Source: an optimization exercise on an open RTL-to-GDS flow (aim: small area and a short achievable clock period). Production flows keep margins and buffers that such runs may drop. Only simulation tests tie the RTL to the original design; equivalence was not proved. Power figures rest on the tool's default switching activity, not on a simulated workload.

## oak
==> flow/design.v (excerpt) <==
module sp_ram_param #(
    parameter int DATA_W       = 16,
    parameter int BYTE_W       = 8,
    parameter int ADDR_W       = 8,
    parameter int DEPTH        = 256,
    parameter int RW_MODE      = 0,
    parameter int CLEAR_ON_RST = 1
) (
    input  logic                       clk,
    input  logic                       rst,
    input  logic                       ce,
    input  logic                       we,
    input  logic [DATA_W/BYTE_W-1:0]   be,
    input  logic [ADDR_W-1:0]          addr,
    input  logic [DATA_W-1:0]          din,
    output logic [DATA_W-1:0]          dout,
    output logic                       rd_valid,
    output logic                       busy,
    output logic                       err
);
Size: about 8100 cells after synthesis, about 49 I/O pins.
==> flow/config.mk <==
export PLATFORM = sky130hd
export DESIGN_NAME = sp_ram_param
export DESIGN_NICKNAME = sp_ram_param
export VERILOG_FILES = /design/flow/design.v
export SDC_FILE = /design/flow/constraint.sdc
export NUM_CORES = 4
export LEC_CHECK = 0
export CAP_MARGIN = 20
export CORE_MARGIN = 2
export CORE_UTILIZATION = 60
export CTS_CLUSTER_DIAMETER = 80
export CTS_CLUSTER_SIZE = 25
export SLEW_MARGIN = 20
export SYNTH_HIERARCHICAL = 1
export TNS_END_PERCENT = 10
==> flow/constraint.sdc <==
create_clock -name core_clock -period 10.0 [get_ports {clk}]
set_input_delay 2.0000 -clock core_clock [delete_from_list [all_inputs] [get_ports {clk}]]
set_output_delay 2.0000 -clock core_clock [all_outputs]
set_load 0.01 [all_outputs]
standard.sh (not shown) runs the stock make flow with config.mk's settings and CLKGATE_MAP_FILE= SYNTH_SCRIPT=/design/flow/synth_recipe.tcl, a recipe that flattens the netlist after the stock synthesis.
==> flow/flow/run.sh <==
#!/bin/bash
# Own layout flow: the standard flow with the synthesized netlist's cells
# first set to their smallest drive strength, port buffers of a plain
# buffer cell, and timing repair aimed at a setup margin below the clock
# period.
set -euo pipefail
cd "$(dirname "$0")/.."
MARGIN=$(cat flow/margin.txt)
bash standard.sh POST_SYNTH_TCL="$PWD/flow/post_synth.tcl" SETUP_SLACK_MARGIN="$MARGIN" \
  "BUFFER_PORTS_ARGS=-buffer_cell sky130_fd_sc_hd__buf_4" finish > flow_make.log 2>&1
==> flow/flow/margin.txt <==
6.4
==> flow/flow/post_synth.tcl <==
# Start the combinational cells at their smallest drive strength; the timing
# repair later upsizes the ones on critical paths.
set n 0
foreach inst [get_cells *] {
  set master [get_property [get_lib_cells -of_objects $inst] name]
  if {[regexp {^sky130_fd_sc_hd__(a2|a3|a4|o2|o3|o4|nand|nor|and|or|xor|xnor|mux|inv)([a-z0-9]*)_([0-9]+)$} $master -> p1 p2 sz]} {
    if {$sz > 1} {
      set small "sky130_fd_sc_hd__${p1}${p2}_1"
      if {[llength [get_lib_cells */$small]] > 0} {
        replace_cell $inst $small
        incr n
      }
    }
  }
}
puts "post_synth: downsized $n cells"
diff inputs: oak => pine
# oak
export LEC_CHECK = 0
export CAP_MARGIN = 20
export CORE_MARGIN = 2
export CORE_UTILIZATION = 60
export CTS_CLUSTER_DIAMETER = 80
export CTS_CLUSTER_SIZE = 25
export SLEW_MARGIN = 20
export SYNTH_HIERARCHICAL = 1
export TNS_END_PERCENT = 10
create_clock -name core_clock -period 10.0 [get_ports {clk}]
# pine
export LEC_CHECK = 0
export CAP_MARGIN = 20
export CORE_MARGIN = 2
export CORE_UTILIZATION = 60
export CTS_CLUSTER_DIAMETER = 80
export CTS_CLUSTER_SIZE = 25
export SLEW_MARGIN = 20
export SYNTH_HIERARCHICAL = 1
create_clock -name core_clock -period 10.0 [get_ports {clk}]
==> flow/flow/margin.txt <==
6.7
### Flow results
Compared with oak, pine is hungrier on power. For part of the total power dissipated in the clock network, oak and pine come out practically identical. From oak to pine the numbers moved as follows: number of clock buffer instances in the layout has increased; wire length of the first global-routing pass has increased; final HPWL from detailed placement has increased. [compare] base=oak new=pine: violation count after the first detailed-routing iteration went down by about 3%, worst-case headroom to the max-slew limit saw an increase. Diff oak -> pine | overall track demand over capacity in global routing | increase of 1.7 points. On amount of wire on met3 after detailed routing: between pine and oak, it ends up higher for oak.
### pine -> birch
# pine
export LEC_CHECK = 0
export CAP_MARGIN = 20
export CORE_MARGIN = 2
export CORE_UTILIZATION = 60
export CTS_CLUSTER_DIAMETER = 80
export CTS_CLUSTER_SIZE = 25
export SLEW_MARGIN = 20
export SYNTH_HIERARCHICAL = 1
create_clock -name core_clock -period 10.0 [get_ports {clk}]
# birch
export LEC_CHECK = 0
export CAP_MARGIN = 20
export CORE_MARGIN = 2
export CORE_UTILIZATION = 60
export CTS_CLUSTER_DIAMETER = 80
export CTS_CLUSTER_SIZE = 25
export SLEW_MARGIN = 20
export SYNTH_HIERARCHICAL = 1
export TNS_END_PERCENT = 0
create_clock -name core_clock -period 10.0 [get_ports {clk}]
==> flow/flow/margin.txt <==
6.4
### Flow results
birch finished all stages; the layout is clean.
pine ran to completion and came out clean on the timing, DRC and antenna checks.
Category of the most critical setup path: input pin to flop -> birch, flop to output pin -> pine
Going from pine to birch, maximum vdd drop now smaller, peak clock frequency supported by timing closely matched the old numbers, share of total power in the clock network now sits at about the same level.
birch ends up with a time the final worst path needs with I/O delays and setup that is 0.0081 ns higher than in pine.
Diff pine -> birch: wire length of the first global-routing pass went down, worst hold slack went up, worst setup slack went down.
Comparing pine and birch, the higher non-clock buffer count is on pine.
Max arrival time of data at the critical path endpoint across pine and birch: birch
Route | birch vs pine | wire shorter in birch

-- separate check: timing with driven ports --
No port has a modelled driver above. Below, the same layouts with a new extraction and two added sets of constraints.
Step 1, drivers: a clkbuf_16 drives clk and a buf_2 each remaining input, both assumed.
Step 2 also shifts input and output timing later by t, the mid clock arrival at the registers, as if the neighbouring blocks saw the same clock.
a / b / c = ideal ports / drivers / drivers and shift; a / b = the first two.
run | t (ns) | setup WS [ns] | worst data-port slew with drivers (ns) | pins driven straight from the clock port
oak | 0.978 | 5.998 / 5.993 / 5.015 | 0.19 | 1
pine | 0.978 | 6.029 / 5.930 / 5.100 | 0.16 | 1
birch | 0.981 | 6.021 / 5.975 / 4.994 | 0.17 | 1
After both steps setup and hold are still met in every run listed. The setup slack of birch, which loses most, moves by -0.046 ns with the drivers and by -1.027 ns with both steps.
